What follows belongs to an exercise in optimizing a design on an open flow for small area, a short achievable clock period and few clock cycles; a production flow would make more cautious choices.
The RTL was checked by simulation tests, not by an equivalence proof against the original design.
Power figures rest on the tool's default switching activity, not on a simulated workload.

==> flow/design.v <==
package md5_pkg;
  localparam logic [31:0] INIT_A = 32'h67452301;
  localparam logic [31:0] INIT_B = 32'hefcdab89;
  localparam logic [31:0] INIT_C = 32'h98badcfe;
  localparam logic [31:0] INIT_D = 32'h10325476;
  localparam logic [7:0]  PAD_MARK = 8'h80;
  localparam logic KIND_DATA = 1'b0;
  localparam logic KIND_FINISH = 1'b1;
  typedef enum logic [1:0] {
    C_IDLE,
    C_LOAD,
    C_RUN,
    C_FOLD
  } cst_t;
endpackage
module md5_blkbuf (
  input  logic        clk,
  input  logic        we,
  input  logic [5:0]  waddr,
  input  logic [7:0]  wdata,
  input  logic        copy,
  input  logic [3:0]  raddr,
  output logic [31:0] rdata,
  output logic [31:0] in_word0
);
  logic [511:0] ibank;
  logic [511:0] cbank;
  always_ff @(posedge clk) begin
    for (int i = 0; i < 64; i++) begin
      if (we && waddr == 6'(i)) begin
        ibank[8*i +: 8] <= wdata;
      end
    end
    if (copy) begin
      cbank <= ibank;
    end
  end
  assign rdata = cbank[32*raddr +: 32];
  assign in_word0 = ibank[31:0];
endmodule
module md5_add32 (
  input  logic [31:0] a,
  input  logic [31:0] b,
  output logic [31:0] y
);
  logic [31:0] g [6];
  logic [31:0] p [6];
  always_comb begin
    g[0] = a & b;
    p[0] = a ^ b;
    for (int l = 0; l < 5; l++) begin
      for (int i = 0; i < 32; i++) begin
        if (((i >> l) & 1) == 1) begin
          g[l+1][i] = g[l][i] | (p[l][i] & g[l][((i >> l) << l) - 1]);
          p[l+1][i] = p[l][i] & p[l][((i >> l) << l) - 1];
        end else begin
          g[l+1][i] = g[l][i];
          p[l+1][i] = p[l][i];
        end
      end
    end
    y[0] = p[0][0];
    for (int i = 1; i < 32; i++) begin
      y[i] = p[0][i] ^ g[5][i-1];
    end
  end
endmodule
module md5_add3 (
  input  logic [31:0] a,
  input  logic [31:0] b,
  input  logic [31:0] c,
  output logic [31:0] y
);
  logic [31:0] s, k;
  assign s = a ^ b ^ c;
  assign k = {(a[30:0] & b[30:0]) | (a[30:0] & c[30:0]) | (b[30:0] & c[30:0]), 1'b0};
  md5_add32 u_add (.a(s), .b(k), .y(y));
endmodule
module md5_round (
  input  logic [31:0] wb,
  input  logic [31:0] fx1,
  input  logic [31:0] fx0,
  input  logic [31:0] tq,
  input  logic [3:0]  ry,
  input  logic [4:0]  rx,
  output logic [31:0] new_b
);
  logic [31:0] f, sum, rot1, rot;
  assign f = (wb & fx1) | (~wb & fx0);
  md5_add32 u_add_sum (.a(f), .b(tq), .y(sum));
  always_comb begin
    rot1 = '0;
    for (int i = 0; i < 4; i++) begin
      if (ry[i]) begin
        rot1 = rot1 | ((sum << i) | (sum >> (32 - i)));
      end
    end
    rot = '0;
    for (int i = 0; i < 5; i++) begin
      if (rx[i]) begin
        rot = rot | ((rot1 << (4 * i + 4)) | (rot1 >> (28 - 4 * i)));
      end
    end
  end
  md5_add32 u_add_b (.a(wb), .b(rot), .y(new_b));
endmodule
import md5_pkg::*;
module md5_byte_stream_digest (
  input  logic        clk,
  input  logic        rst,
  input  logic        msg_valid,
  output logic        msg_ready,
  input  logic        msg_kind,
  input  logic [7:0]  msg_data_byte,
  output logic        digest_valid,
  input  logic        digest_ready,
  output logic [31:0] digest_word_a,
  output logic [31:0] digest_word_b,
  output logic [31:0] digest_word_c,
  output logic [31:0] digest_word_d
);
  logic        ibusy;           
  logic        cont;            
  logic [5:0]  off;             
  logic        i_first;         
  logic        i_padb;          
  logic [54:0] i_hi;            
  logic        acc;
  logic        blk_end;
  logic        copy;
  assign msg_ready = !ibusy;
  assign acc = msg_valid && !ibusy;
  assign blk_end = acc && (msg_kind == KIND_FINISH || off == 6'd63);
  always_ff @(posedge clk) begin
    if (rst) begin
      ibusy <= 1'b0;
      cont <= 1'b0;
      off <= 6'd0;
    end else if (copy) begin
      ibusy <= 1'b0;
      off <= 6'd0;
    end else if (acc) begin
      if (blk_end) begin
        ibusy <= 1'b1;
        cont <= (msg_kind == KIND_DATA);
      end else begin
        off <= off + 6'd1;
      end
    end
  end
  always_ff @(posedge clk) begin
    if (acc) begin
      if (off == 6'd0) begin
        if (cont) begin
          i_hi <= i_first ? 55'd1 : i_hi + 55'd1;
        end
        i_first <= !cont;
      end
      i_padb <= (msg_kind == KIND_FINISH);
    end
  end
  md5_pkg::cst_t cst;
  logic        ph2;             
  logic [5:0]  rnd;
  logic        out_valid;
  logic [31:0] wb, wc, wd;      
  logic [31:0] tq;              
  logic [31:0] wq;              
  logic [31:0] fx1, fx0;        
  logic [3:0]  ry;              
  logic [4:0]  rx;              
  logic [31:0] s0, s1, s2, s3;  
  logic        c_first;         
  logic        c_padb;
  logic [5:0]  c_fill;
  logic        c_first_blk, c_spill, c_final;
  logic        go;
  logic        shift;
  logic [31:0] fbase, fo;
  assign c_first_blk = c_first && !ph2;
  assign c_spill = c_padb && (c_fill[5:3] == 3'd7) && !ph2;
  assign c_final = c_padb && !c_spill;
  assign go = !(c_first_blk && out_valid && !digest_ready);
  assign copy = ibusy && (cst == C_IDLE || (cst == C_FOLD && !c_spill));
  logic [3:0]  rd_g;
  logic [5:0]  rd_r;
  logic [31:0] raw, wsel, raw0, w0;
  logic [63:0] bit_len;
  logic        lenw;
  assign rd_r = rnd + 6'd2;
  always_comb begin
    if (cst == C_LOAD) begin
      rd_g = go ? 4'd1 : 4'd0;
    end else begin
      case (rd_r[5:4])
        2'd0:    rd_g = rd_r[3:0];
        2'd1:    rd_g = rd_r[3:0] * 4'd5 + 4'd1;
        2'd2:    rd_g = rd_r[3:0] * 4'd3 + 4'd5;
        default: rd_g = rd_r[3:0] * 4'd7;
      endcase
    end
  end
  md5_blkbuf u_buf (
    .clk      (clk),
    .we       (acc),
    .waddr    (off),
    .wdata    (msg_kind == KIND_FINISH ? PAD_MARK : msg_data_byte),
    .copy     (copy),
    .raddr    (rd_g),
    .rdata    (raw),
    .in_word0 (raw0)
  );
  assign bit_len = {c_first ? 55'd0 : i_hi, c_fill, 3'b000};
  assign lenw = c_padb && (ph2 || c_fill[5:3] != 3'd7);
  always_comb begin
    for (int i = 0; i < 4; i++) begin
      if (!ph2 && (!c_padb || {rd_g, 2'(i)} <= c_fill)) begin
        wsel[8*i +: 8] = raw[8*i +: 8];
      end else begin
        wsel[8*i +: 8] = 8'h00;
      end
      if (!i_padb || 6'(i) <= off) begin
        w0[8*i +: 8] = raw0[8*i +: 8];
      end else begin
        w0[8*i +: 8] = 8'h00;
      end
    end
    if (lenw && rd_g == 4'd14) begin
      wsel = bit_len[31:0];
    end else if (lenw && rd_g == 4'd15) begin
      wsel = bit_len[63:32];
    end
  end
  logic [5:0]  nidx, nidx_n;
  logic [31:0] k_const;
  always_comb begin
    if (cst == C_LOAD && go) begin
      nidx_n = 6'd1;
    end else if (cst == C_RUN && rnd != 6'd63) begin
      nidx_n = rnd + 6'd2;
    end else begin
      nidx_n = 6'd0;
    end
  end
  always_comb begin
    case (nidx)
      6'd0:  k_const = 32'hd76aa478;  6'd1:  k_const = 32'he8c7b756;
      6'd2:  k_const = 32'h242070db;  6'd3:  k_const = 32'hc1bdceee;
      6'd4:  k_const = 32'hf57c0faf;  6'd5:  k_const = 32'h4787c62a;
      6'd6:  k_const = 32'ha8304613;  6'd7:  k_const = 32'hfd469501;
      6'd8:  k_const = 32'h698098d8;  6'd9:  k_const = 32'h8b44f7af;
      6'd10: k_const = 32'hffff5bb1;  6'd11: k_const = 32'h895cd7be;
      6'd12: k_const = 32'h6b901122;  6'd13: k_const = 32'hfd987193;
      6'd14: k_const = 32'ha679438e;  6'd15: k_const = 32'h49b40821;
      6'd16: k_const = 32'hf61e2562;  6'd17: k_const = 32'hc040b340;
      6'd18: k_const = 32'h265e5a51;  6'd19: k_const = 32'he9b6c7aa;
      6'd20: k_const = 32'hd62f105d;  6'd21: k_const = 32'h02441453;
      6'd22: k_const = 32'hd8a1e681;  6'd23: k_const = 32'he7d3fbc8;
      6'd24: k_const = 32'h21e1cde6;  6'd25: k_const = 32'hc33707d6;
      6'd26: k_const = 32'hf4d50d87;  6'd27: k_const = 32'h455a14ed;
      6'd28: k_const = 32'ha9e3e905;  6'd29: k_const = 32'hfcefa3f8;
      6'd30: k_const = 32'h676f02d9;  6'd31: k_const = 32'h8d2a4c8a;
      6'd32: k_const = 32'hfffa3942;  6'd33: k_const = 32'h8771f681;
      6'd34: k_const = 32'h6d9d6122;  6'd35: k_const = 32'hfde5380c;
      6'd36: k_const = 32'ha4beea44;  6'd37: k_const = 32'h4bdecfa9;
      6'd38: k_const = 32'hf6bb4b60;  6'd39: k_const = 32'hbebfbc70;
      6'd40: k_const = 32'h289b7ec6;  6'd41: k_const = 32'heaa127fa;
      6'd42: k_const = 32'hd4ef3085;  6'd43: k_const = 32'h04881d05;
      6'd44: k_const = 32'hd9d4d039;  6'd45: k_const = 32'he6db99e5;
      6'd46: k_const = 32'h1fa27cf8;  6'd47: k_const = 32'hc4ac5665;
      6'd48: k_const = 32'hf4292244;  6'd49: k_const = 32'h432aff97;
      6'd50: k_const = 32'hab9423a7;  6'd51: k_const = 32'hfc93a039;
      6'd52: k_const = 32'h655b59c3;  6'd53: k_const = 32'h8f0ccc92;
      6'd54: k_const = 32'hffeff47d;  6'd55: k_const = 32'h85845dd1;
      6'd56: k_const = 32'h6fa87e4f;  6'd57: k_const = 32'hfe2ce6e0;
      6'd58: k_const = 32'ha3014314;  6'd59: k_const = 32'h4e0811a1;
      6'd60: k_const = 32'hf7537e82;  6'd61: k_const = 32'hbd3af235;
      6'd62: k_const = 32'h2ad7d2bb;  default: k_const = 32'heb86d391;
    endcase
  end
  logic [4:0] rot_n;
  always_comb begin
    case ({nidx[5:4], nidx[1:0]})
      4'd0:    rot_n = 5'd7;
      4'd1:    rot_n = 5'd12;
      4'd2:    rot_n = 5'd17;
      4'd3:    rot_n = 5'd22;
      4'd4:    rot_n = 5'd5;
      4'd5:    rot_n = 5'd9;
      4'd6:    rot_n = 5'd14;
      4'd7:    rot_n = 5'd20;
      4'd8:    rot_n = 5'd4;
      4'd9:    rot_n = 5'd11;
      4'd10:   rot_n = 5'd16;
      4'd11:   rot_n = 5'd23;
      4'd12:   rot_n = 5'd6;
      4'd13:   rot_n = 5'd10;
      4'd14:   rot_n = 5'd15;
      default: rot_n = 5'd21;
    endcase
  end
  logic [31:0] new_b, xa, xt;
  md5_round u_round (
    .wb    (wb),
    .fx1   (fx1),
    .fx0   (fx0),
    .tq    (tq),
    .ry    (ry),
    .rx    (rx),
    .new_b (new_b)
  );
  assign xa = c_first_blk ? INIT_A : s3;
  logic [31:0] wc_n, wd_n, fx1_n, fx0_n;
  assign wc_n = (cst == C_LOAD) ? (c_first_blk ? INIT_C : s1) : wb;
  assign wd_n = (cst == C_LOAD) ? (c_first_blk ? INIT_D : s2) : wc;
  always_comb begin
    case (nidx[5:4])
      2'd0: begin   
        fx1_n = wc_n;
        fx0_n = wd_n;
      end
      2'd1: begin   
        fx1_n = wc_n | wd_n;
        fx0_n = wc_n & ~wd_n;
      end
      2'd2: begin   
        fx1_n = ~(wc_n ^ wd_n);
        fx0_n = wc_n ^ wd_n;
      end
      default: begin   
        fx1_n = ~wc_n;
        fx0_n = ~(wc_n ^ wd_n);
      end
    endcase
  end
  assign xt = (cst == C_RUN) ? wd : xa;
  logic [31:0] t_n;
  md5_add3 u_add_t (.a(xt), .b(k_const), .c(wq), .y(t_n));
  assign shift = (cst == C_RUN && rnd >= 6'd61) || cst == C_FOLD;
  always_comb begin
    if (!c_first_blk) begin
      fbase = s3;
    end else if (cst == C_FOLD) begin
      fbase = INIT_B;
    end else if (rnd == 6'd61) begin
      fbase = INIT_A;
    end else if (rnd == 6'd62) begin
      fbase = INIT_D;
    end else begin
      fbase = INIT_C;
    end
  end
  assign fo = fbase + wb;
  always_ff @(posedge clk) begin
    if (shift) begin
      s3 <= s2;
      s2 <= s1;
      s1 <= s0;
      s0 <= fo;
    end
  end
  always_ff @(posedge clk) begin
    if (cst == C_IDLE) begin
      wq <= w0;
    end else if (cst == C_FOLD) begin
      wq <= c_spill ? 32'd0 : w0;
    end else begin
      wq <= wsel;
    end
    tq <= t_n;
    ry <= 4'd1 << rot_n[1:0];
    rx <= 5'd1 << (rot_n[4:2] - 3'd1);
    fx1 <= fx1_n;
    fx0 <= fx0_n;
    wc <= wc_n;
    wd <= wd_n;
    if (cst == C_LOAD) begin
      wb <= c_first_blk ? INIT_B : s0;
    end else begin
      wb <= new_b;
    end
    if (copy) begin
      c_first <= i_first;
      c_padb <= i_padb;
      c_fill <= off;
    end
  end
  always_ff @(posedge clk) begin
    if (rst) begin
      nidx <= 6'd0;
    end else begin
      nidx <= nidx_n;
    end
  end
  always_ff @(posedge clk) begin
    if (rst) begin
      cst <= C_IDLE;
      ph2 <= 1'b0;
      rnd <= 6'd0;
      out_valid <= 1'b0;
    end else begin
      if (out_valid && digest_ready) begin
        out_valid <= 1'b0;
      end
      unique case (cst)
        C_IDLE: begin
          if (ibusy) begin
            cst <= C_LOAD;
          end
        end
        C_LOAD: begin
          rnd <= 6'd0;
          if (go) begin
            cst <= C_RUN;
          end
        end
        C_RUN: begin
          rnd <= rnd + 6'd1;
          if (rnd == 6'd63) begin
            cst <= C_FOLD;
          end
        end
        default: begin
          ph2 <= c_spill;
          if (c_final) begin
            out_valid <= 1'b1;
          end
          if (c_spill || ibusy) begin
            cst <= C_LOAD;
          end else begin
            cst <= C_IDLE;
          end
        end
      endcase
    end
  end
  assign digest_valid = out_valid;
  assign digest_word_a = s3;
  assign digest_word_b = s0;
  assign digest_word_c = s1;
  assign digest_word_d = s2;
endmodule
==> flow/run.sh <==
#!/bin/bash
# synth_recipe.tcl (not shown) runs the flow's synth.tcl, then flattens the netlist and writes it again
# the make line also repeats each setting of config.mk as NAME=value (left out here)
make -C /OpenROAD-flow-scripts/flow DESIGN_CONFIG=/design/flow/config.mk WORK_HOME=/design/flow/orfs CLKGATE_MAP_FILE= SYNTH_SCRIPT=/design/flow/synth_recipe.tcl finish
==> flow/config.mk <==
export PLATFORM = sky130hd
export DESIGN_NAME = md5_byte_stream_digest
export DESIGN_NICKNAME = md5_byte_stream_digest
export VERILOG_FILES = /design/flow/design.v
export SDC_FILE = /design/flow/constraint.sdc
export NUM_CORES = 4
export LEC_CHECK = 0
export CAP_MARGIN = 20
export CORE_MARGIN = 2
export CORE_UTILIZATION = 40
export SETUP_SLACK_MARGIN = 5
export SLEW_MARGIN = 20
export SYNTH_HIERARCHICAL = 1
==> flow/constraint.sdc <==
create_clock -name core_clock -period 10.0 [get_ports {clk}]
set_input_delay 2.0000 -clock core_clock [delete_from_list [all_inputs] [get_ports {clk}]]
set_output_delay 2.0000 -clock core_clock [all_outputs]
set_load 0.01 [all_outputs]
==> results of run 1 <==
[per-module statistics from Yosys (local to each module, per instance)]
module                  flops+latches  copies in the design
md5_byte_stream_digest            450                     1
md5_round                           0                     1
md5_blkbuf                       1024                     1
md5_add3                            0                     1
md5_add32                           0                     3
[cells in the mapped netlist (124+ instances only)]
library cell	number	area, sq um
edfxtp_1	1217	36500
nor2_1	443	1660
nand2_1	396	1490
a21oi_1	312	1560
dfxtp_1	257	5140
o21ai_0	247	1240
ha_1	227	2840
inv_1	204	766
a22oi_1	192	1440
clkbuf_1	177	664
mux4_2	130	2930
nand3_1	124	621
[worst min-delay path by stage]
stage / startpoint / end / slack, ns
global placement: u_buf.ibank[228] / u_buf.cbank[228] / 0.40
detailed placement: u_buf.ibank[115] / u_buf.cbank[115] / 0.40
finish: u_buf.ibank[51] / u_buf.cbank[51] / 0.41
floorplan: u_buf.ibank[100] / u_buf.cbank[100] / 0.40
global route: u_buf.ibank[455] / u_buf.cbank[455] / 0.39
CTS: u_buf.ibank[293] / u_buf.cbank[293] / 0.39
[where the power goes]
part           internal [W]  switching (W)
clock               0.00316        0.00244
combinational       0.00667        0.00875
sequential          0.00763       0.000471
[timing repair]
action,CTS,global route
setup endpoints to repair,99,84
setup buffers,61,25
pin swaps,71,58
gates cloned,1,0
gates resized for setup,198,82
[placed cells by master, fill, tap and decap left out, types with 26 or more instances in the layout]
master and n:
and3_1 39, dfxtp_2 26, clkinv_2 29, nand2_2 31
clkinv_1 28, clkbuf_1 27, nor3_1 58, nand4_1 53
ha_1 178, fa_1 45, dfxtp_1 217, nor2_1 428
o21ai_0 232, buf_4 125, edfxtp_1 1217, nor2b_1 28
a21oi_1 294, clkdlybuf4s50_1 142, ha_4 42, clkbuf_16 153
nand2_1 365, o21bai_1 29, xor2_1 50, a222oi_1 32
nand2b_1 46, nand3_1 122, or3_1 32, mux4_2 130
o211ai_1 55, inv_1 196, xnor2_1 89, a22oi_1 178
[registers in the layout, summed over array words and instances, names as in the netlist, 32 cells and up]
signal       count
s1              32
fx1             32
fx0             32
wc              32
wq              32
s3              32
wd              32
tq              32
s2              32
u_buf.ibank    512
i_hi            55
wb              32
u_buf.cbank    512
s0              32
[metal layers]
layer / GRT usage / share of wire / vias up
li1: - / - / 19200
met1: 0.291 / 0.43 / 21300
met2: 0.345 / 0.47 / 1637
met3: 0.0322 / 0.063 / 369
met4: 0.0766 / 0.039 / 0
met5: 0 / 0 / -
[cell families after synthesis]
kind of cell | count (synthesis) | share of synthesized area
DFF | 1474 | 0.633
xor gates and xnor gates | 146 | 0.0197
AOI/OAI and AO/OA | 1143 | 0.115
muxes | 181 | 0.0529
buffers and inverters | 491 | 0.0315
adders and majority gates | 276 | 0.0580
and+or+nand+nor | 1307 | 0.0899
other | 1 | 0.0000570
[critical path, stage by stage, from the launching register on]
cell	delay (ns)
dfxtp_2	0.41
mux2_2	0.41
ha_4	0.27
inv_1	0.10
o21bai_1	0.12
a221oi_4	0.31
buf_12	0.17
a211oi_4	0.06
buf_4	0.16
nor3_1	0.33
a211oi_4	0.13
a22oi_1	0.17
nand2_1	0.19
a222oi_1	0.45
nand2_1	0.20
ha_4	0.22
a21oi_4	0.16
o21ai_2	0.11
a221oi_4	0.31
buf_12	0.17
buf_4	0.12
a211oi_4	0.06
buf_6	0.14
o21a_1	0.19
o32a_1	0.28
nor2_1	0.08
a21oi_1	0.05
[metrics by stage]
step | instances | setup slack, ns | hold WS (ns) | area (sq um) | total power, W
2_1_floorplan | 5019 | 4.90 | 0.400 | 66100 | 0.0178
3_3_place_gp | 7117 | 3.52 | 0.400 | 69600 | 0.0210
3_5_place_dp | 7117 | 3.52 | 0.405 | 69600 | 0.0211
4_1_cts | 7454 | 4.52 | 0.395 | 76000 | 0.0284
5_1_grt | 7480 | 4.27 | 0.392 | 76600 | 0.0310
6_report | 7480 | 4.47 | 0.407 | 76600 | 0.0291
[area by class of cell]
cell class | instances | area [sq um] | area share
clock buffers | 183 | 3970 | 0.0518
clock inverters | 92 | 970 | 0.0127
inverters | 205 | 781 | 0.0102
multi-input cells | 3054 | 23500 | 0.307
flip-flops and latches | 1474 | 41800 | 0.545
well taps | 2175 | 2720 | 0.0355
repair buffers | 297 | 2870 | 0.0375
==> flow_summary.yaml, run 1 <==
outcome:
  status: "no timing/DRC/antenna violations"
cts:
  clk_path_buf_depth: 3
  clk_latency_ns: 0.80
  cts_root_buffer: "clkbuf_16"
  path_clk_slew_ns: 0.06
  ctsHoldBuffers: 0
  numClockSinks: 1474
  htree_num_levels: 4
  cts_inserted_buffers: 151
  cts_tree: "built"
yosys:
  ys_seq_area_frac: 0.633
  synth_fp_nets: 5308
  synth_cells: 5019
  syn_avg_cell_area_sq_um: 13.1
  synth_edf_count: 1217
  ys_async_sr_fraction: 0
  ys_seq_elements: 1474
  synth.distinct_cells: 91
  synth_warnings: 12
  synthFlopType: "edfxtp_1"
  synth_area_sq_um: 65800
sta:
  final.setup.tns_ns: 0
  setup_violations: 0
  rsz0062_at_grt: "yes"
  slew_headroom: 0.232
  final-hold-violation-count: 0
  period_share: 0.553
  period_minus_slack_ns: 5.53
  finalClockSkew_ns: 0.0404
  maxSlewViolCount: 0
  tightest_slew_ns: 1.15
  fmax_mhz: 181
place:
  hpwl_mm: 120
  port_buffers: 142
  gp_congestion: 0.984
floorplan:
  fp.dieH_microns: 410
  start_util: 0.404
  die_w_microns: 410
  ios: 143
  row_count: 148
  core_area_sq_um: 163000
  die-area_sq_um: 168000
worst_setup_path:
  cp_max_fo: 5
  start_kind: "flop"
  cp.arrival_ns: 6.18
  worstReg2RegEnd: "wb[30]"
  path_class: "reg2reg"
  worstSetupEndpoint: "wb[30]"
  critPathLaunch: "wb[14]"
  r2r-start: "wb[14]"
  reg2reg_setup_slack_ns: 4.47
  crit_path_end_kind: "flop"
  crit_required_ns: 10.65
  reg2reg_depth: 26
finish:
  drive_gt1_frac: 0.154
  finalNetCount: 5472
  syn_to_final_growth_pct: 16.4
  diodes: 0
  final_core_util: 0.470
  num-fill-cells: 14300
drt:
  ant_nets: 0
  num_vias: 42600
  drt_iter0_markers: 4232
  drt-vias-per-instance: 5.69
  firstDrtPassIters: 10
  routed_wl_mm: 182
  routedWlPerCell_microns: 24.4
  drc: 0
grt:
  grt_pass1_wl_mm: 269
  grt-ovfl-total: 0
  grt_max_degree: 178
  first_global_vias: 41200
  antenna_found_initial: 2
  track_usage: 0.213
power:
  p_leak_nw: 25.9
  ir_drop_uv: 294
  powerDensity_nw_per_um2: 380
min_path:
  hold_class: "reg2reg"
  min_delay_path_depth: 0
job:
  drv_cap: 0
Testbench counts, summed over its fixed seeds: cycles 31,417.
==> inputs of run 2 (changes only) <==
--- a/flow/design.v
+++ b/flow/design.v
@@ -40,5 +40,5 @@
 endmodule
-module md5_add32 (
-  input  logic [31:0] a,
-  input  logic [31:0] b,
+module md5_pfx32 (
+  input  logic [31:0] gi,
+  input  logic [31:0] pi,
   output logic [31:0] y
@@ -48,4 +48,4 @@
   always_comb begin
-    g[0] = a & b;
-    p[0] = a ^ b;
+    g[0] = gi;
+    p[0] = pi;
     for (int l = 0; l < 5; l++) begin
@@ -78,6 +78,13 @@
 endmodule
+module md5_add32 (
+  input  logic [31:0] a,
+  input  logic [31:0] b,
+  output logic [31:0] y
+);
+  md5_pfx32 u_pfx (.gi(a & b), .pi(a ^ b), .y(y));
+endmodule
 module md5_round (
   input  logic [31:0] wb,
-  input  logic [31:0] fx1,
-  input  logic [31:0] fx0,
+  input  logic [31:0] px1,
+  input  logic [31:0] px0,
   input  logic [31:0] tq,
@@ -87,5 +94,5 @@
 );
-  logic [31:0] f, sum, rot1, rot;
-  assign f = (wb & fx1) | (~wb & fx0);
-  md5_add32 u_add_sum (.a(f), .b(tq), .y(sum));
+  logic [31:0] ps, sum, rot1, rot;
+  assign ps = (wb & px1) | (~wb & px0);
+  md5_pfx32 u_add_sum (.gi(tq & ~ps), .pi(ps), .y(sum));
   always_comb begin
@@ -168,3 +175,3 @@
   logic [31:0] wq;              
-  logic [31:0] fx1, fx0;        
+  logic [31:0] px1, px0;        
   logic [3:0]  ry;              
@@ -304,4 +311,4 @@
     .wb    (wb),
-    .fx1   (fx1),
-    .fx0   (fx0),
+    .px1   (px1),
+    .px0   (px0),
     .tq    (tq),
@@ -372,4 +379,4 @@
     rx <= 5'd1 << (rot_n[4:2] - 3'd1);
-    fx1 <= fx1_n;
-    fx0 <= fx0_n;
+    px1 <= fx1_n ^ t_n;
+    px0 <= fx0_n ^ t_n;
     wc <= wc_n;
--- a/flow/config.mk
+++ b/flow/config.mk
@@ -10,2 +10,3 @@
 export CORE_UTILIZATION = 40
+export CTS_BUF_LIST = sky130_fd_sc_hd__clkbuf_8
 export SETUP_SLACK_MARGIN = 5
==> run 2 against run 1 <==
  * Cell count grew 0.11%
  * Wire length grew 0.72%
  * Core utilization shrank 0.47 points
  * Count of clock-buffer cells in the layout grew 75
  * Sequential power grew 1%
  * Global-route usage grew 0.33 points
  * Power shrank 7.0%
  * Highest routed layer unchanged
==> flow_summary.yaml, run 2 <==
outcome:
  status: "no timing/DRC/antenna violations"
worst_setup_path:
  r2r-start: "wb[0]"
  max_stage_delay_ns: 0.41
  path_class: "reg2reg"
  reg2reg_setup_slack_ns: 4.39
  start_kind: "flop"
  cp.arrival_ns: 6.46
  crit_required_ns: 10.86
  worstReg2RegEnd: "wb[31]"
  reg2reg_depth: 29
  crit_path_end_kind: "flop"
  crit_slowest_cell: "a222oi_1"
  cp_max_fo: 4
power:
  ir_drop_uv: 261
  p_leak_nw: 26.0
  powerDensity_nw_per_um2: 359
cts:
  cts_root_buffer: "clkbuf_8"
  clk_latency_ns: 1.06
  cts_tree: "built"
  numClockSinks: 1473
  ctsHoldBuffers: 0
  htree_num_levels: 4
  cts_inserted_buffers: 230
  path_clk_slew_ns: 0.06
  clk_path_buf_depth: 3
drt:
  ant_nets: 0
  routed_wl_mm: 183
  wl_met2_mm: 87.9
  top_layer_used: "met4"
  drc: 0
  met3_length_mm: 10.8
  drt-vias-per-instance: 5.52
  firstDrtPassIters: 9
  drt_iter0_markers: 4466
  wl_met1_mm: 79.0
  num_vias: 41300
  routedWlPerCell_microns: 24.5
floorplan:
  die-area_sq_um: 166000
  core_area_sq_um: 162000
  die_w_microns: 407
  start_util: 0.401
  fp.dieH_microns: 407
  row_count: 148
  ios: 143
min_path:
  min_delay_path_depth: 0
  hold_end: "u_buf.cbank[38]"
  hold_class: "reg2reg"
  worstHoldStart: "u_buf.ibank[38]"
yosys:
  synth_fp_nets: 5125
  synth_cells: 4862
  synth_area_sq_um: 65100
  syn_avg_cell_area_sq_um: 13.4
  synth_warnings: 12
place:
  preCtsSetupSlack_ns: 3.61
  hpwl_mm: 120
  port_buffers: 142
  dpl.cell_count: 6987
  gp_congestion: 0.966
  dpl_cell_area_sq_um: 68700
job:
  drv_cap: 0
finish:
  layout_common_cells: "edfxtp_1, nor2_1, nand2_1, clkbuf_8, o21ai_0"
  drive_gt1_frac: 0.171
  stdcell_count: 7488
  syn_to_final_growth_pct: 15.9
  finalNetCount: 5374
  top_regs: "u_buf.cbank (512), u_buf.ibank (512), i_hi (55)"
  fin_area_sq_um: 75400
  layout_commonest_cell: "edfxtp_1"
sta:
  period_minus_slack_ns: 5.61
  maxSlewViolCount: 0
  final-hold-violation-count: 0
  setup_violations: 0
  setup_slack_ns: 4.39
  final.setup.tns_ns: 0
  tightest_slew_ns: 1.17
  fmax_mhz: 178
  hold_slack_ns: 0.352
  slew_headroom: 0.213
  period_share: 0.561
  finalClockSkew_ns: 0.122
  rsz0062_at_grt: "yes"
grt:
  antenna_found_initial: 3
  grt_max_degree: 176
  grt-ovfl-total: 0
  grt_pass1_wl_mm: 268
  first_global_vias: 40400
  track_usage: 0.216
[run 2: changes by cell type in the layout (fill, tap and decap cells not counted), sizes merged, moves of 27 or more]
cell | before | now
clkbuf | 184 | 258
nor3 | 63 | 35
o21ai | 251 | 306
a21oi | 313 | 250
nand3 | 125 | 98
inv | 209 | 259
nand4 | 53 | 24
xnor2 | 95 | 166
[run 2: final cells by class]
type / instances / area (sq um)
fill: 14400 / 86800
sequential: 1473 / 41700
multi-input combinational: 2931 / 22500
clock buffer: 258 / 3550
timing repair buffer: 289 / 2820
tap: 2175 / 2720
clock inverter: 175 / 1340
inverter: 185 / 764
timing repair inverter: 1 / 8.76
antenna: 1 / 2.50
[run 2: stage by stage]
stage / util / total power, W
finish: 0.465 / 0.0271
global route: 0.465 / 0.0287
CTS: 0.460 / 0.0262
detailed placement: 0.424 / 0.0202
global placement: 0.424 / 0.0201
floorplan: - / 0.0170
[run 2: critical path, delay by kind of cell, from the launching register on]
family          cells  cell delay (ns)
simple gates        6             0.83
flops               1             0.35
mux                 1             0.33
fa+ha+maj           2             0.46
buf+inv             3             0.48
compound gates     15             2.70
xor+xnor            2             0.34
[run 2: power breakdown]
group          switching, W  total [W]  internal, W
clock               0.00249    0.00525      0.00276
sequential         0.000478    0.00818      0.00770
combinational       0.00785     0.0137      0.00581
[run 2: what timing repair did]
item | 4_1_cts | 5_1_grt
gates cloned | 0 | 1
pin swaps | 52 | 60
gates resized for setup | 144 | 142
hold endpoints to repair | 0 | 0
setup endpoints to repair | 151 | 111
buffers inserted | 31 | 35
[run 2: per-layer routing]
metal	vias up	global-route usage
met2	1533	0.350
met4	0	0.0766
li1	18700	-
met1	20800	0.296
met3	312	0.0327
met5	-	0
[run 2: worst max-delay path by stage]
stage | start | endpoint | slack [ns] | depth (start not counted)
after floorplan | cst[1] | off[0] | 4.90 | 8
after global placement | digest_ready | wq[12] | 3.65 | 12
after detailed placement | digest_ready | wq[12] | 3.61 | 12
after CTS | wb[0] | wb[27] | 4.59 | 28
after global routing | wb[0] | wb[27] | 4.17 | 29
final | wb[0] | wb[31] | 4.39 | 29
Testbench counts of run 2, summed over its fixed seeds: cycles 31,417.
==> inputs of run 3 (changes only) <==
--- a/flow/config.mk
+++ b/flow/config.mk
@@ -11,2 +11,3 @@
 export CTS_BUF_LIST = sky130_fd_sc_hd__clkbuf_8
+export PLACE_DENSITY = 0.75
 export SETUP_SLACK_MARGIN = 5
==> run 3 against run 2 <==
  * Design area is 0.99% lower
  * Sequential power about the same
  * First-iteration DRC count increased by 8.8%
  * Combinational power decreased by 3%
  * Critical path type unchanged
  * Largest cell class unchanged
==> flow_summary.yaml, run 3 <==
outcome:
  status: "no timing/DRC/antenna violations"
drt:
  drt-vias-per-instance: 5.65
  routedWlPerCell_microns: 23.3
  firstDrtPassIters: 8
  drc: 0
  routed_wl_mm: 173
  num_vias: 42100
  ant_nets: 0
  drt_iter0_markers: 4861
sta:
  final.setup.tns_ns: 0
  fmax_mhz: 179
  finalClockSkew_ns: 0.106
  slew_headroom: 0.203
  final-hold-violation-count: 0
  setup_violations: 0
  period_minus_slack_ns: 5.58
  period_share: 0.558
  tightest_slew_ns: 1.19
  maxSlewViolCount: 0
  rsz0062_at_grt: "yes"
worst_setup_path:
  critPathLaunch: "wb[1]"
  reg2reg_setup_slack_ns: 4.42
  max_stage_delay_ns: 0.39
  start_kind: "flop"
  crit_path_end_kind: "flop"
  crit_required_ns: 10.82
  cp_max_fo: 5
  r2r-start: "wb[1]"
  reg2reg_depth: 28
  worstSetupEndpoint: "wb[27]"
  worstReg2RegEnd: "wb[27]"
  cp.arrival_ns: 6.41
  crit_slowest_cell: "ha_1"
  path_class: "reg2reg"
cts:
  path_clk_slew_ns: 0.07
  cts_inserted_buffers: 220
  ctsHoldBuffers: 0
  clk_path_buf_depth: 3
  cts_tree: "built"
  numClockSinks: 1473
  htree_num_levels: 4
  cts_root_buffer: "clkbuf_8"
  clk_latency_ns: 1.01
place:
  gp_congestion: 0.975
  port_buffers: 142
  hpwl_mm: 114
  dpl_cell_area_sq_um: 68600
yosys:
  synth_area_sq_um: 65100
  synth_warnings: 12
  synth_fp_nets: 5125
  syn_avg_cell_area_sq_um: 13.4
  synth_cells: 4862
power:
  powerDensity_nw_per_um2: 353
  ir_drop_uv: 347
  p_leak_nw: 25.6
finish:
  top_regs: "u_buf.cbank (512), u_buf.ibank (512), i_hi (55)"
  multi_input_area_sq_um: 22300
  num-fill-cells: 13900
  syn_to_final_growth_pct: 14.7
  drive_gt1_frac: 0.157
  layout_commonest_cell: "edfxtp_1"
  final-seq-area_sq_um: 41700
  finalNetCount: 5340
  layout_common_cells: "edfxtp_1, nor2_1, nand2_1, o21ai_0, inv_1"
  fin_area_sq_um: 74700
min_path:
  hold_class: "reg2reg"
job:
  drv_cap: 0
floorplan:
  die_w_microns: 407
  core_area_sq_um: 162000
  start_util: 0.401
  die-area_sq_um: 166000
  row_count: 148
  ios: 143
  fp.dieH_microns: 407
grt:
  grt_pass1_wl_mm: 256
  first_global_vias: 41100
  grt_use_met2: 0.334
  grt_max_degree: 195
  grt_busiest_layer: "met2"
  use_met3: 0.0379
  track_usage: 0.202
  grt-ovfl-total: 0
  antenna_found_initial: 3
  gr-usage-met1: 0.261
## run 3: worst max-delay path: cells and delay by family, from the launching register on
kind                       cells  cell delay (ns)
xor gates and xnor gates       2             0.33
AOI/OAI and AO/OA             14             2.56
DFF                            1             0.35
muxes                          1             0.37
and+or+nand+nor                6             0.77
adders and majority gates      2             0.56
buffers and inverters          3             0.44
## run 3: final cells by class
| class | count | area share |
|---|---|---|
| flip-flops and latches | 1473 | 0.559 |
| multi-input cells | 2931 | 0.299 |
| clock buffers | 242 | 0.0446 |
| well taps | 2175 | 0.0364 |
| repair buffers | 265 | 0.0361 |
| clock inverters | 173 | 0.0151 |
| inverters | 185 | 0.0100 |
| diodes | 5 | 0.000168 |
| repair inverters | 1 | 0.000117 |
## run 3: worst min path at each step
stage / slack [ns] / startpoint / end / depth (start not counted)
floorplan: 0.40 / u_buf.ibank[100] / u_buf.cbank[100] / 0
global placement: 0.40 / u_buf.ibank[121] / u_buf.cbank[121] / 0
detailed placement: 0.40 / u_buf.ibank[104] / u_buf.cbank[104] / 0
CTS: 0.37 / u_buf.ibank[412] / u_buf.cbank[412] / 0
global route: 0.39 / u_buf.ibank[181] / u_buf.cbank[181] / 0
finish: 0.38 / u_buf.ibank[181] / u_buf.cbank[181] / 0
## run 3: layer usage
metal	part of all wire	routed length (microns)
met5	0	0
met4	0.041	7160
met3	0.081	14100
met2	0.48	83100
met1	0.40	69100
## run 3: where the power goes
| group | total [W] | internal, W | leakage (nW) | switching, W |
|---|---|---|---|---|
| Combinational | 0.0133 | 0.00569 | 10.2 | 0.00759 |
| Sequential | 0.00821 | 0.00769 | 12.9 | 0.000511 |
| Clock | 0.00484 | 0.00245 | 2.56 | 0.00239 |
| Total | 0.0263 | 0.0158 | 25.6 | 0.0105 |
## run 3: through the flow
step / hold slack, ns / setup WS (ns) / cells / total power, W / util
2_1_floorplan: 0.400 / 4.90 / 4862 / 0.0170 / -
3_3_place_gp: 0.401 / 3.83 / 6963 / 0.0196 / 0.423
3_5_place_dp: 0.405 / 3.74 / 6964 / 0.0200 / 0.423
4_1_cts: 0.373 / 4.45 / 7416 / 0.0256 / 0.456
5_1_grt: 0.390 / 4.22 / 7447 / 0.0278 / 0.460
6_report: 0.377 / 4.42 / 7450 / 0.0263 / 0.460
## run 3: repair_timing
action                     4_1_cts  5_1_grt
resized for setup              119      114
buffers inserted                37       25
cloned                           0        3
setup endpoints to repair      146      114
pin swaps                       51       40
==> inputs of run 4 (changes only) <==
--- a/flow/design.v
+++ b/flow/design.v
@@ -359,3 +359,3 @@
   end
-  assign fo = fbase + wb;
+  md5_add32 u_add_fold (.a(fbase), .b(wb), .y(fo));
   always_ff @(posedge clk) begin
==> run 4 against run 3 <==
  * Count of clock-buffer cells in the layout decreased by 15
  * Register-to-register slack gained 0.02 ns
  * Critical path depth fell by 1
  * Still clean
  * Clock skew is 0.039 ns lower
  * Highest routed layer unchanged
  * Cell count decreased by 1.3%
  * Largest power group unchanged
==> flow_summary.yaml, run 4 <==
floorplan:
  start_util: 0.404
  ios: 143
  core_area_sq_um: 161000
  row_count: 147
  fp.dieH_microns: 407
  die_w_microns: 407
  die-area_sq_um: 165000
place:
  gp_congestion: 0.958
  dpl_cell_area_sq_um: 68400
  preCtsSetupSlack_ns: 3.95
  port_buffers: 142
  hpwl_mm: 111
worst_setup_path:
  path_class: "reg2reg"
  start_kind: "flop"
  crit_slowest_cell: "dfxtp_2"
  cp_max_fo: 5
  crit_required_ns: 10.74
  cp.arrival_ns: 6.30
  max_stage_delay_ns: 0.43
  crit_path_end_kind: "flop"
cts:
  cts_tree: "built"
  htree_num_levels: 4
  clk_path_buf_depth: 3
  clk_latency_ns: 0.95
  cts_root_buffer: "clkbuf_8"
  numClockSinks: 1473
  path_clk_slew_ns: 0.06
  cts_inserted_buffers: 214
grt:
  antenna_found_initial: 3
  track_usage: 0.199
  grt_pass1_wl_mm: 248
  first_global_vias: 40000
  grt_max_degree: 198
  grt-ovfl-total: 0
yosys:
  synth_warnings: 12
  synth_cells: 4803
  synth_fp_nets: 5072
  syn_avg_cell_area_sq_um: 13.5
  synth_area_sq_um: 64900
sta:
  period_minus_slack_ns: 5.56
  setup_violations: 0
  rsz0062_at_grt: "yes"
  maxSlewViolCount: 0
  slew_headroom: 0.245
  final-hold-violation-count: 0
  setup_slack_ns: 4.44
  tightest_slew_ns: 1.13
  period_share: 0.556
  fmax_mhz: 180
  finalClockSkew_ns: 0.0673
  final.setup.tns_ns: 0
drt:
  drc: 0
  ant_nets: 0
  drt_iter0_markers: 4813
  routed_wl_mm: 168
  drt-vias-per-instance: 5.60
  num_vias: 41200
  routedWlPerCell_microns: 22.8
  firstDrtPassIters: 12
finish:
  finalNetCount: 5269
  layout_commonest_cell: "edfxtp_1"
  layout_common_cells: "edfxtp_1, nor2_1, nand2_1, inv_1, dfxtp_1"
  final_core_util: 0.462
  syn_to_final_growth_pct: 14.5
  drive_gt1_frac: 0.161
  top_regs: "u_buf.cbank (512), u_buf.ibank (512), i_hi (55)"
  fin_area_sq_um: 74300
power:
  p_switching_w: 0.0102
  power_frac_comb: 0.493
  ir_drop_uv: 292
  powerDensity_nw_per_um2: 350
  power.internal_w: 0.0157
  sw_frac_of_total: 0.394
  p_leak_nw: 25.3
  p_seq_frac: 0.317
  pwr-share-clk: 0.191
outcome:
  status: "no timing/DRC/antenna violations"
job:
  drv_cap: 0
min_path:
  hold_class: "reg2reg"
## run 4: final timing paths
| check | startpoint | endpoint | slack [ns] | cells past startpoint |
|---|---|---|---|---|
| max | wb[4] | wb[31] | 4.44 | 27 |
| min | u_buf.ibank[202] | u_buf.cbank[202] | 0.39 | 0 |
| min reg2reg | u_buf.ibank[202] | u_buf.cbank[202] | 0.39 | 0 |
| max reg2reg | wb[4] | wb[31] | 4.44 | 27 |
## run 4: final cells by class
class                           instances  area [sq um]
Sequential cell                      1473         41700
Fill cell                           13900         86400
Inverter                              178           679
Timing Repair Buffer                  256          2490
Clock buffer                          227          3120
Tap cell                             2160          2700
Clock inverter                        180          1370
Multi-Input combinational cell       2877         22200
Antenna cell                            3          7.51
## run 4: critical path, delay by kind of cell, from the launching register on
| family | cells | cell delay, ns |
|---|---|---|
| adders and majority gates | 1 | 0.32 |
| AOI/OAI and AO/OA | 14 | 2.48 |
| muxes | 1 | 0.43 |
| xor gates and xnor gates | 2 | 0.35 |
| DFF | 1 | 0.43 |
| buffers and inverters | 2 | 0.32 |
| and+or+nand+nor | 7 | 1.01 |
## run 4: power by group through the flow
stage               Combinational (W)  Clock (W)  Sequential (W)
floorplan                     0.00889          0         0.00807
global placement               0.0112          0         0.00828
detailed placement             0.0115          0         0.00831
CTS                            0.0122    0.00506         0.00820
global route                   0.0140    0.00533         0.00827
finish                         0.0128    0.00495         0.00822
## run 4: through the flow
step | total power (W) | hold slack [ns] | cells
global route | 0.0276 | 0.390 | 7353
detailed placement | 0.0198 | 0.405 | 6887
global placement | 0.0195 | 0.400 | 6887
finish | 0.0260 | 0.389 | 7354
floorplan | 0.0170 | 0.400 | 4803
CTS | 0.0255 | 0.381 | 7326
## run 4: layer usage
layer	vias to the layer above	global-route usage	wire length, microns
met5	-	0	0
met4	0	0.0723	5820
met3	359	0.0418	15000
met2	1970	0.323	79200
met1	20400	0.263	67900
li1	18500	-	-
## run 4: timing repair
action / 4_1_cts / 5_1_grt
gates resized for setup: 120 / 112
hold buffers: 0 / 0
setup buffers: 32 / 24
endpoints found under the setup margin: 129 / 115
cloned: 0 / 1
pin swaps: 65 / 54
Testbench counts of run 4, summed over its fixed seeds: cycles 31,417.
==> inputs of run 5 (changes only) <==
--- a/flow/config.mk
+++ b/flow/config.mk
@@ -15 +15,2 @@
 export SYNTH_HIERARCHICAL = 1
+export TNS_END_PERCENT = 20
==> run 5 against run 4 <==
  * Synthesized cell count unchanged
  * Worst hold slack got worse by 0.00062 ns
  * Clock skew up 0.040 ns
  * Power increased by 0.78%
  * Setup slack better by 0.030 ns
  * Combinational power barely moved
  * Wire length increased by 0.31%
  * Design area is 0.58% lower
  * Critical path type unchanged
  * Largest cell class unchanged
==> flow_summary.yaml, run 5 <==
grt:
  grt_max_degree: 170
  track_usage: 0.199
  grt-ovfl-total: 0
  antenna_found_initial: 2
  first_global_vias: 40200
  grt_pass1_wl_mm: 248
place:
  hpwl_mm: 112
  port_buffers: 142
  gp_congestion: 0.942
  dpl_cell_area_sq_um: 68300
sta:
  fmax_mhz: 181
  rsz0062_at_grt: "yes"
  setup_violations: 0
  period_share: 0.553
  period_minus_slack_ns: 5.53
  tightest_slew_ns: 1.18
  hold_slack_ns: 0.389
  finalClockSkew_ns: 0.107
  final-hold-violation-count: 0
  slew_headroom: 0.214
  maxSlewViolCount: 0
  final.setup.tns_ns: 0
power:
  p_seq_frac: 0.317
  p_leak_nw: 25.2
  sw_frac_of_total: 0.397
  p_switching_w: 0.0104
  power.internal_w: 0.0158
  powerDensity_nw_per_um2: 354
  power_frac_comb: 0.500
  pwr-share-clk: 0.183
  ir_drop_uv: 309
drt:
  ant_nets: 0
  routedWlPerCell_microns: 23.0
  num_vias: 41500
  firstDrtPassIters: 10
  drt-vias-per-instance: 5.65
  drt_iter0_markers: 5133
  drc: 0
  routed_wl_mm: 168
finish:
  finalNetCount: 5259
  top_regs: "u_buf.cbank (512), u_buf.ibank (512), i_hi (55)"
  final_core_util: 0.460
  fin_area_sq_um: 73900
  syn_to_final_growth_pct: 13.8
  drive_gt1_frac: 0.154
  layout_commonest_cell: "edfxtp_1"
  layout_common_cells: "edfxtp_1, nor2_1, nand2_1, inv_1, clkbuf_8"
worst_setup_path:
  reg2reg_depth: 25
  path_class: "reg2reg"
  crit_path_end_kind: "flop"
  reg2reg_setup_slack_ns: 4.47
  cp_max_fo: 5
  cp.arrival_ns: 6.38
  r2r-start: "wb[4]"
  worstReg2RegEnd: "wb[27]"
  crit_required_ns: 10.85
  start_kind: "flop"
yosys:
  synth_cells: 4803
  synth_warnings: 12
  syn_avg_cell_area_sq_um: 13.5
  synth_area_sq_um: 64900
  synth_fp_nets: 5072
cts:
  ctsHoldBuffers: 0
  clk_path_buf_depth: 3
  cts_tree: "built"
  numClockSinks: 1473
  cts_root_buffer: "clkbuf_8"
  clk_latency_ns: 0.96
  htree_num_levels: 4
  cts_inserted_buffers: 213
  path_clk_slew_ns: 0.07
floorplan:
  start_util: 0.404
  core_area_sq_um: 161000
  row_count: 147
  fp.dieH_microns: 407
  die-area_sq_um: 165000
  ios: 143
  die_w_microns: 407
min_path:
  min_delay_path_depth: 0
  hold_end: "u_buf.cbank[218]"
  hold_class: "reg2reg"
  worstHoldStart: "u_buf.ibank[218]"
job:
  drv_cap: 0
outcome:
  status: "no timing/DRC/antenna violations"
==> run 5: cell types whose count changed in the layout (fill, tap and decap cells not counted), moves of 5 or more <==
cell,delta
clkinv_1,-31
inv_1,+23
bufinv_16,-8
a21oi_2,-7
clkbuf_8,+6
nor2_1,+5
==> run 5: area by class of cell <==
class	instances	area (sq um)
Tap cell	2160	2700
Inverter	178	677
Sequential cell	1473	41700
Clock inverter	165	1110
Fill cell	13900	86900
Antenna cell	2	5.00
Clock buffer	235	3230
Timing Repair Buffer	247	2340
Multi-Input combinational cell	2877	22100
==> run 5: worst max-delay path by stage <==
stage          cells after the start  slack (ns)          from  endpoint
3_3_place_gp                      12        3.97  digest_ready     wq[8]
4_1_cts                           26        4.57         wb[0]    wb[31]
5_1_grt                           25        4.24         wb[4]    wb[30]
6_report                          25        4.47         wb[4]    wb[27]
2_1_floorplan                      8        4.82        c_padb    off[0]
3_5_place_dp                      12        3.84  digest_ready    wq[23]
==> run 5: metal layers <==
| metal | GRT usage | routed length [microns] |
|---|---|---|
| met4 | 0.0806 | 6380 |
| met1 | 0.267 | 68300 |
| met5 | 0 | 0 |
| met2 | 0.321 | 79200 |
| met3 | 0.0333 | 14500 |
==> run 5: power by group through the flow <==
stage | combinational (W) | sequential (W) | clock [W]
after floorplan | 0.00889 | 0.00807 | 0
after global placement | 0.0111 | 0.00835 | 0
after detailed placement | 0.0115 | 0.00837 | 0
after CTS | 0.0123 | 0.00826 | 0.00489
after global routing | 0.0142 | 0.00834 | 0.00513
final | 0.0131 | 0.00830 | 0.00480
==> run 5: repair_timing <==
item | 4_1_cts | 5_1_grt
gates resized for setup | 108 | 69
endpoints found under the setup margin | 129 | 127
endpoints found under the hold margin | 0 | 0
pin swaps | 63 | 44
cloned | 0 | 0
buffers inserted | 43 | 12
==> run 5: worst max-delay path: stages (launching register included) <==
cell and delay (ns):
dfxtp_2 0.43, mux2_2 0.43, nor2_1 0.16, a21oi_1 0.12
nor2_2 0.23, o2111ai_2 0.19, o211ai_4 0.18, nand3_2 0.14
o211ai_2 0.23, nand2_1 0.12, xnor2_2 0.22, a22oi_2 0.24
nand2_2 0.13, a222oi_1 0.30, nand2_1 0.23, ha_4 0.34
nand4_1 0.17, a211oi_2 0.36, o2111ai_2 0.17, o211ai_4 0.18
a31oi_4 0.15, nor2b_2 0.17, a31o_1 0.17, xor2_1 0.14
nor2_1 0.05, a21oi_1 0.13
==> run 5: per-stage QoR <==
step | instances | power [W] | setup WS, ns
2_1_floorplan | 4803 | 0.0170 | 4.82
3_3_place_gp | 6880 | 0.0195 | 3.97
3_5_place_dp | 6880 | 0.0198 | 3.84
4_1_cts | 7323 | 0.0254 | 4.57
5_1_grt | 7337 | 0.0277 | 4.24
6_report | 7337 | 0.0262 | 4.47
==> inputs of run 6 (changes only) <==
--- a/flow/config.mk
+++ b/flow/config.mk
@@ -11,3 +11,3 @@
 export CTS_BUF_LIST = sky130_fd_sc_hd__clkbuf_8
-export PLACE_DENSITY = 0.75
+export PLACE_DENSITY = 0.85
 export SETUP_SLACK_MARGIN = 5
==> run 6 against run 5 <==
  * Still clean on timing, DRC and antenna
  * Setup slack lost 0.14 ns
  * Register-to-register slack lost 0.14 ns
  * Cell count shrank 0.23%
  * Core utilization shrank 0.17 points
  * Count of clock-buffer cells in the layout shrank 12
  * Clock skew shrank 0.023 ns
  * Via count grew 2.8%
  * Design area shrank 0.36%
  * Worst hold slack lost 0.029 ns
  * Largest power group unchanged
  * Highest routed layer is now met5
==> flow_summary.yaml, run 6 <==
outcome:
  status: "no timing/DRC/antenna violations"
finish:
  finalNetCount: 5250
  final_core_util: 0.458
  multi_input_area_sq_um: 22100
  final-seq-area_sq_um: 41700
  drive_gt1_frac: 0.152
  layout_common_cells: "edfxtp_1, nor2_1, nand2_1, inv_1, dfxtp_1"
  num-fill-cells: 13400
  stdcell_count: 7320
  top_regs: "u_buf.cbank (512), u_buf.ibank (512), i_hi (55)"
  layout_commonest_cell: "edfxtp_1"
  syn_to_final_growth_pct: 13.4
worst_setup_path:
  crit_required_ns: 10.75
  start_kind: "flop"
  max_stage_delay_ns: 0.41
  path_class: "reg2reg"
  crit_slowest_cell: "dfxtp_2"
  cp_top_family: "compound AO/OA/AOI/OAI gates"
  critPathBufInv: 2
  cp_max_fo: 4
  critical-path-top-cell-by-count: "a21oi_1"
  crit_path_end_kind: "flop"
  cp.arrival_ns: 6.42
sta:
  final.setup.tns_ns: 0
  hold_slack_ns: 0.360
  finalClockSkew_ns: 0.0846
  slew_headroom: 0.184
  tightest_slew_ns: 1.22
  setup_violations: 0
  period_share: 0.567
  period_minus_slack_ns: 5.67
  rsz0062_at_grt: "yes"
  final-hold-violation-count: 0
  fmax_mhz: 177
  maxSlewViolCount: 0
grt:
  track_usage: 0.204
  antenna_found_initial: 6
  first_global_vias: 41000
  grt_pass1_wl_mm: 254
  gr-usage-met1: 0.266
  grt_max_degree: 94
  use_met3: 0.0510
  grt_busiest_layer: "met2"
  grt_use_met2: 0.326
  grt-ovfl-total: 0
yosys:
  syn_avg_cell_area_sq_um: 13.5
  synth_fp_nets: 5072
  synth_area_sq_um: 64900
  synth_cells: 4803
  synth_warnings: 12
job:
  drv_cap: 0
power:
  power.internal_w: 0.0154
  p_seq_frac: 0.321
  p_switching_w: 0.0103
  sw_frac_of_total: 0.402
  pwr-share-clk: 0.181
  powerDensity_nw_per_um2: 349
  power.total_w: 0.0257
  power_frac_comb: 0.498
  p_leak_nw: 25.1
  ir_drop_uv: 250
place:
  gp_congestion: 0.964
  port_buffers: 142
  hpwl_mm: 114
  dpl.cell_count: 6889
cts:
  cts_tree: "built"
  ctsHoldBuffers: 0
  path_clk_slew_ns: 0.07
  clk_latency_ns: 0.95
  htree_num_levels: 4
  cts_root_buffer: "clkbuf_8"
  cts_inserted_buffers: 206
  numClockSinks: 1473
  clk_path_buf_depth: 3
drt:
  routedWlPerCell_microns: 23.8
  ant_nets: 0
  drc: 0
  drt-vias-per-instance: 5.83
  firstDrtPassIters: 9
  routed_wl_mm: 174
  drt_iter0_markers: 6337
  num_vias: 42700
floorplan:
  row_count: 147
  fp.dieH_microns: 407
  ios: 143
  die-area_sq_um: 165000
  core_area_sq_um: 161000
  die_w_microns: 407
  start_util: 0.404
min_path:
  hold_class: "reg2reg"
## run 6: power by group through the flow
stage | Clock, W | Combinational, W | Sequential, W
finish | 0.00464 | 0.0128 | 0.00826
detailed placement | 0 | 0.0115 | 0.00833
floorplan | 0 | 0.00889 | 0.00807
CTS | 0.00469 | 0.0120 | 0.00822
global placement | 0 | 0.0111 | 0.00829
global route | 0.00495 | 0.0139 | 0.00830
## run 6: worst paths after layout
path,startpoint,endpoint,slack [ns],cells past startpoint
worst max-delay path,wb[4],wb[29],4.33,27
worst max register to register,wb[4],wb[29],4.33,27
worst min-delay path,u_buf.ibank[120],u_buf.cbank[120],0.36,0
worst min register to register,u_buf.ibank[120],u_buf.cbank[120],0.36,0
## run 6: per-stage QoR
stage | setup slack [ns] | instance area (sq um)
finish | 4.33 | 73600
global route | 4.12 | 73600
detailed placement | 3.71 | 68300
floorplan | 4.82 | 64900
global placement | 3.83 | 68300
CTS | 4.49 | 73200
## run 6: cell type report
| type | count | share of cell area |
|---|---|---|
| Clock inverter | 163 | 0.0141 |
| Inverter | 178 | 0.00926 |
| Sequential cell | 1473 | 0.567 |
| Clock buffer | 223 | 0.0417 |
| Multi-Input combinational cell | 2877 | 0.300 |
| Timing Repair Buffer | 245 | 0.0318 |
| Antenna cell | 1 | 0.0000340 |
| Tap cell | 2160 | 0.0367 |
## run 6: metal layers
layer / routed length [microns] / share of wire
met1: 65700 / 0.38
met2: 82000 / 0.47
met3: 19600 / 0.11
met4: 6540 / 0.038
met5: 42 / 0.00024
## run 6: repair_timing
item	4_1_cts	5_1_grt
pin swaps	53	55
setup endpoints to repair	132	117
gates resized for setup	124	59
buffers inserted	27	16
==> inputs of run 7 (changes only) <==
--- a/flow/config.mk
+++ b/flow/config.mk
@@ -11,3 +11,3 @@
 export CTS_BUF_LIST = sky130_fd_sc_hd__clkbuf_8
-export PLACE_DENSITY = 0.85
+export PLACE_DENSITY = 0.8
 export SETUP_SLACK_MARGIN = 5
@@ -15,2 +15 @@
 export SYNTH_HIERARCHICAL = 1
-export TNS_END_PERCENT = 20
==> run 7 against run 6 <==
  * Combinational power is 8% higher
  * Fmax is 1.1% higher
  * Via count fell by 1.1%
  * Setup slack better by 0.062 ns
  * Core utilization increased by 0.36 points
==> flow_summary.yaml, run 7 <==
grt:
  grt_pass1_wl_mm: 251
  antenna_found_initial: 1
  first_global_vias: 40400
  track_usage: 0.200
  grt_max_degree: 183
  grt-ovfl-total: 0
sta:
  period_minus_slack_ns: 5.60
  maxSlewViolCount: 0
  period_share: 0.560
  slew_headroom: 0.192
  finalClockSkew_ns: 0.0756
  hold_slack_ns: 0.385
  final-hold-violation-count: 0
  setup_slack_ns: 4.40
  setup_violations: 0
  fmax_mhz: 178
  rsz0062_at_grt: "yes"
  tightest_slew_ns: 1.21
  final.setup.tns_ns: 0
worst_setup_path:
  worstReg2RegEnd: "wb[31]"
  worstSetupEndpoint: "wb[31]"
  cp.arrival_ns: 6.31
  cp_top_family: "compound AO/OA/AOI/OAI gates"
  critPathLaunch: "wb[5]"
  critical_path_cell_count: 24
  crit_required_ns: 10.71
  critPathBufInv: 0
  reg2reg_setup_slack_ns: 4.40
  r2r-start: "wb[5]"
  start_kind: "flop"
  crit_path_end_kind: "flop"
  cp_max_fo: 5
  path_class: "reg2reg"
  cp_cell_sequence: "mux2_2 > a21oi_1 > nor2_2 > o2111ai_4 > o211ai_4 > a31oi_4 > nor2b_2 > a31o_1 > xor2_2 > a22oi_1 > nand2_2 > a222oi_1 > nand2_1 > ha_4 > nand3_2 > o211ai_2 > a221oi_4 > o211ai_4 > nand3_2 > o211ai_2 > a31oi_2 > xnor2_1 > nor2_1 > a21oi_1"
  crit_slowest_cell: "dfxtp_1"
  reg2reg_depth: 24
  max_stage_delay_ns: 0.52
drt:
  firstDrtPassIters: 10
  drt-vias-per-instance: 5.75
  num_vias: 42200
  drt_iter0_markers: 6145
  routed_wl_mm: 172
  ant_nets: 0
  drc: 0
  routedWlPerCell_microns: 23.4
finish:
  finalNetCount: 5275
  layout_commonest_cell: "edfxtp_1"
  drive_gt1_frac: 0.168
  syn_to_final_growth_pct: 14.3
  layout_common_cells: "edfxtp_1, nor2_1, nand2_1, inv_1, dfxtp_1"
  fin_area_sq_um: 74200
  num-fill-cells: 13600
  top_regs: "u_buf.cbank (512), u_buf.ibank (512), i_hi (55)"
floorplan:
  die-area_sq_um: 165000
  core_area_sq_um: 161000
  start_util: 0.404
  ios: 143
  row_count: 147
  die_w_microns: 407
  fp.dieH_microns: 407
cts:
  htree_num_levels: 4
  clk_latency_ns: 0.93
  clk_path_buf_depth: 3
  cts_tree: "built"
  path_clk_slew_ns: 0.07
  cts_inserted_buffers: 205
  numClockSinks: 1473
  cts_root_buffer: "clkbuf_8"
yosys:
  synth_cells: 4803
  synth_warnings: 12
  syn_avg_cell_area_sq_um: 13.5
  synth_area_sq_um: 64900
  synth_fp_nets: 5072
place:
  dpl_cell_area_sq_um: 68300
  hpwl_mm: 112
  port_buffers: 142
  gp_congestion: 0.929
  preCtsSetupSlack_ns: 3.56
power:
  p_leak_nw: 25.3
  power.total_w: 0.0265
  ir_drop_uv: 329
  powerDensity_nw_per_um2: 357
outcome:
  status: "no timing/DRC/antenna violations"
job:
  drv_cap: 0
min_path:
  hold_class: "reg2reg"
[run 7: layer usage]
layer / up-vias / GRT usage / part of all wire / routed length, microns
met5: - / 0 / 0 / 0
met4: 0 / 0.0770 / 0.037 / 6430
met3: 430 / 0.0375 / 0.095 / 16400
met2: 2415 / 0.323 / 0.47 / 81100
met1: 20900 / 0.268 / 0.39 / 67700
li1: 18500 / - / - / -
[run 7: worst register-to-register path: stages, from the launching register on]
cell,delay (ns)
dfxtp_1,0.52
mux2_2,0.48
a21oi_1,0.28
nor2_2,0.13
o2111ai_4,0.23
o211ai_4,0.16
a31oi_4,0.23
nor2b_2,0.07
a31o_1,0.23
xor2_2,0.20
a22oi_1,0.20
nand2_2,0.15
a222oi_1,0.34
nand2_1,0.26
ha_4,0.39
nand3_2,0.11
o211ai_2,0.21
a221oi_4,0.11
o211ai_4,0.35
nand3_2,0.15
o211ai_2,0.22
a31oi_2,0.13
xnor2_1,0.14
nor2_1,0.08
a21oi_1,0.05
[run 7: area by class of cell]
cell class	count	area, sq um	share of cell area
antenna	1	2.50	0.0000337
clock inverter	166	985	0.0133
multi-input combinational	2877	22500	0.303
inverter	178	688	0.00928
tap	2160	2700	0.0364
sequential	1473	41700	0.562
clock buffer	210	2890	0.0390
timing repair buffer	271	2720	0.0367
[run 7: power by group]
part	leakage (nW)	internal, W	switching [W]
Clock	2.27	0.00208	0.00233
Sequential	12.9	0.00770	0.000558
Combinational	10.1	0.00595	0.00785
[run 7: timing repair]
action	4_1_cts	5_1_grt
pin swaps	61	91
buffers inserted	36	34
endpoints found under the setup margin	131	128
hold buffers	0	0
gates resized for setup	128	173
cloned	1	5
[run 7: stage by stage]
| step | utilization | std cells |
|---|---|---|
| 2_1_floorplan | - | 4803 |
| 3_3_place_gp | 0.425 | 6882 |
| 3_5_place_dp | 0.425 | 6883 |
| 4_1_cts | 0.455 | 7296 |
| 5_1_grt | 0.462 | 7336 |
| 6_report | 0.462 | 7336 |
[run 7: how the worst min path moves through the flow]
stage / depth (start not counted) / end / from
after floorplan: 0 / u_buf.cbank[100] / u_buf.ibank[100]
after global placement: 0 / u_buf.cbank[273] / u_buf.ibank[273]
after detailed placement: 0 / u_buf.cbank[105] / u_buf.ibank[105]
after CTS: 0 / u_buf.cbank[92] / u_buf.ibank[92]
after global routing: 0 / u_buf.cbank[92] / u_buf.ibank[92]
final: 0 / u_buf.cbank[92] / u_buf.ibank[92]
==> inputs of run 8 (changes only) <==
--- a/flow/config.mk
+++ b/flow/config.mk
@@ -11,3 +11,3 @@
 export CTS_BUF_LIST = sky130_fd_sc_hd__clkbuf_8
-export PLACE_DENSITY = 0.8
+export PLACE_DENSITY = 0.75
 export SETUP_SLACK_MARGIN = 5
@@ -15 +15,2 @@
 export SYNTH_HIERARCHICAL = 1
+export TNS_END_PERCENT = 10
==> run 8 against run 7 <==
  * Design area shrank 0.57%
  * First-iteration DRC count shrank 20%
  * Combinational power shrank 7%
  * Global-route usage shrank 0.16 points
==> flow_summary.yaml, run 8 <==
sta:
  period_minus_slack_ns: 5.55
  fmax_mhz: 180
  tightest_slew_ns: 1.15
  slew_headroom: 0.235
  rsz0062_at_grt: "yes"
  setup_violations: 0
  maxSlewViolCount: 0
  final-hold-violation-count: 0
  finalClockSkew_ns: 0.103
  hold_slack_ns: 0.387
  period_share: 0.555
  final.setup.tns_ns: 0
floorplan:
  ios: 143
  core_area_sq_um: 161000
  die_w_microns: 407
  start_util: 0.404
  row_count: 147
  fp.dieH_microns: 407
  die-area_sq_um: 165000
finish:
  syn_to_final_growth_pct: 13.7
  layout_common_cells: "edfxtp_1, nor2_1, nand2_1, inv_1, clkbuf_8"
  layout_commonest_cell: "edfxtp_1"
  drive_gt1_frac: 0.152
  top_regs: "u_buf.cbank (512), u_buf.ibank (512), i_hi (55)"
  finalNetCount: 5254
  fin_area_sq_um: 73800
  final_core_util: 0.459
power:
  power_frac_comb: 0.495
  p_seq_frac: 0.319
  powerDensity_nw_per_um2: 352
  ir_drop_uv: 290
  p_switching_w: 0.0103
  power.internal_w: 0.0157
  sw_frac_of_total: 0.397
  pwr-share-clk: 0.185
  p_leak_nw: 25.2
worst_setup_path:
  path_class: "reg2reg"
  crit_path_end_kind: "flop"
  critical-path-top-cell-by-count: "nor2_1"
  crit_slowest_cell: "dfxtp_2"
  crit_required_ns: 10.87
  start_kind: "flop"
  cp.arrival_ns: 6.42
  critPathBufInv: 0
  cp_top_family: "compound AO/OA/AOI/OAI gates"
  cp_max_fo: 4
  max_stage_delay_ns: 0.43
drt:
  num_vias: 41400
  drt_iter0_markers: 4927
  routedWlPerCell_microns: 23.0
  firstDrtPassIters: 12
  ant_nets: 0
  drc: 0
  drt-vias-per-instance: 5.65
  routed_wl_mm: 168
yosys:
  synth_cells: 4803
  synth_area_sq_um: 64900
  synth_fp_nets: 5072
  synth_warnings: 12
  syn_avg_cell_area_sq_um: 13.5
outcome:
  status: "no timing/DRC/antenna violations"
cts:
  cts_tree: "built"
  cts_inserted_buffers: 213
  numClockSinks: 1473
  clk_path_buf_depth: 3
  cts_root_buffer: "clkbuf_8"
  htree_num_levels: 4
  clk_latency_ns: 0.98
  path_clk_slew_ns: 0.07
job:
  drv_cap: 0
place:
  hpwl_mm: 112
  port_buffers: 142
  dpl_cell_area_sq_um: 68300
  gp_congestion: 0.942
grt:
  first_global_vias: 40200
  grt-ovfl-total: 0
  grt_pass1_wl_mm: 248
  antenna_found_initial: 2
  track_usage: 0.199
  grt_max_degree: 170
min_path:
  hold_class: "reg2reg"
[run 8: layout make-up]
class | count | area (sq um)
Clock inverter | 165 | 1110
Tap cell | 2160 | 2700
Clock buffer | 235 | 3230
Sequential cell | 1473 | 41700
Timing Repair Buffer | 242 | 2300
Antenna cell | 4 | 10.0
Inverter | 178 | 677
Multi-Input combinational cell | 2877 | 22000
Fill cell | 13900 | 87000
[run 8: final timing paths]
kind                          from               end  slack (ns)  depth (start not counted)
setup / recovery             wb[4]            wb[27]        4.45                         25
hold / removal    u_buf.ibank[387]  u_buf.cbank[387]        0.39                          0
setup reg to reg             wb[4]            wb[27]        4.45                         25
hold reg to reg   u_buf.ibank[387]  u_buf.cbank[387]        0.39                          0
[run 8: timing repair]
item                                   4_1_cts  5_1_grt
pin swaps                                   63       41
setup endpoints to repair                  129      127
buffers inserted                            42        8
gates resized for setup                    107       59
endpoints found under the hold margin        0        0
hold buffers                                 0        0
[run 8: layer usage]
layer / GRT usage / part of all wire / vias up
met3: 0.0332 / 0.088 / 409
met1: 0.267 / 0.40 / 20400
met4: 0.0801 / 0.036 / 0
met5: 0 / 0 / -
met2: 0.321 / 0.47 / 2133
li1: - / - / 18400
[run 8: power by group through the flow]
stage	clock, W	sequential, W	combinational, W
2_1_floorplan	0	0.00807	0.00889
3_3_place_gp	0	0.00835	0.0111
3_5_place_dp	0	0.00837	0.0115
4_1_cts	0.00489	0.00826	0.0123
5_1_grt	0.00513	0.00834	0.0140
6_report	0.00481	0.00829	0.0129
[run 8: metrics by stage]
| stage | total power [W] | cells | worst slack (ns) |
|---|---|---|---|
| finish | 0.0260 | 7334 | 4.45 |
| detailed placement | 0.0198 | 6880 | 3.84 |
| global route | 0.0275 | 7332 | 4.24 |
| CTS | 0.0254 | 7322 | 4.57 |
| floorplan | 0.0170 | 4803 | 4.82 |
| global placement | 0.0195 | 6880 | 3.97 |

static timing again, ports no longer ideal:
The flow's constraints put no driver on any port. The routed layouts listed below were extracted and timed again, unchanged, in two steps. Step 1, drivers: a clkbuf_16 drives clk and a buf_2 each remaining input, both assumed. Step 2 times the ports against the registers' clock, not the clock port: input delays grow and output delays shrink by t, the midpoint of the rising clock arrivals with the driver on. Slacks: ideal ports / drivers / drivers and shift; pairs: ideal ports / drivers.
run	shift t [ns]	setup slack, ns	hold WS [ns]	clock arrival spread, ns	worst register clock-pin slew, ns
run 1	0.867	4.474 / 4.474 / 4.332	0.407 / 0.407 / 0.407	0.041 / 0.041	0.07 / 0.07
run 2	1.069	4.393 / 4.393 / 4.097	0.352 / 0.352 / 0.352	0.126 / 0.126	0.07 / 0.07
run 3	1.040	4.420 / 4.420 / 4.253	0.377 / 0.377 / 0.377	0.113 / 0.113	0.07 / 0.07
run 4	0.988	4.439 / 4.439 / 4.334	0.389 / 0.389 / 0.389	0.071 / 0.070	0.08 / 0.08
run 5	0.979	4.470 / 4.470 / 3.842	0.389 / 0.389 / 0.389	0.108 / 0.107	0.08 / 0.08
run 6	0.979	4.335 / 4.335 / 3.890	0.360 / 0.360 / 0.360	0.094 / 0.094	0.10 / 0.10
run 7	0.965	4.397 / 4.397 / 4.285	0.385 / 0.385 / 0.385	0.078 / 0.079	0.09 / 0.09
run 8	0.996	4.446 / 4.446 / 3.814	0.387 / 0.387 / 0.387	0.104 / 0.104	0.08 / 0.08
After both steps setup and hold are still met in every run listed. The setup slack of run 8, which loses most, moves by 0.000 ns with the drivers and by -0.632 ns with both steps.
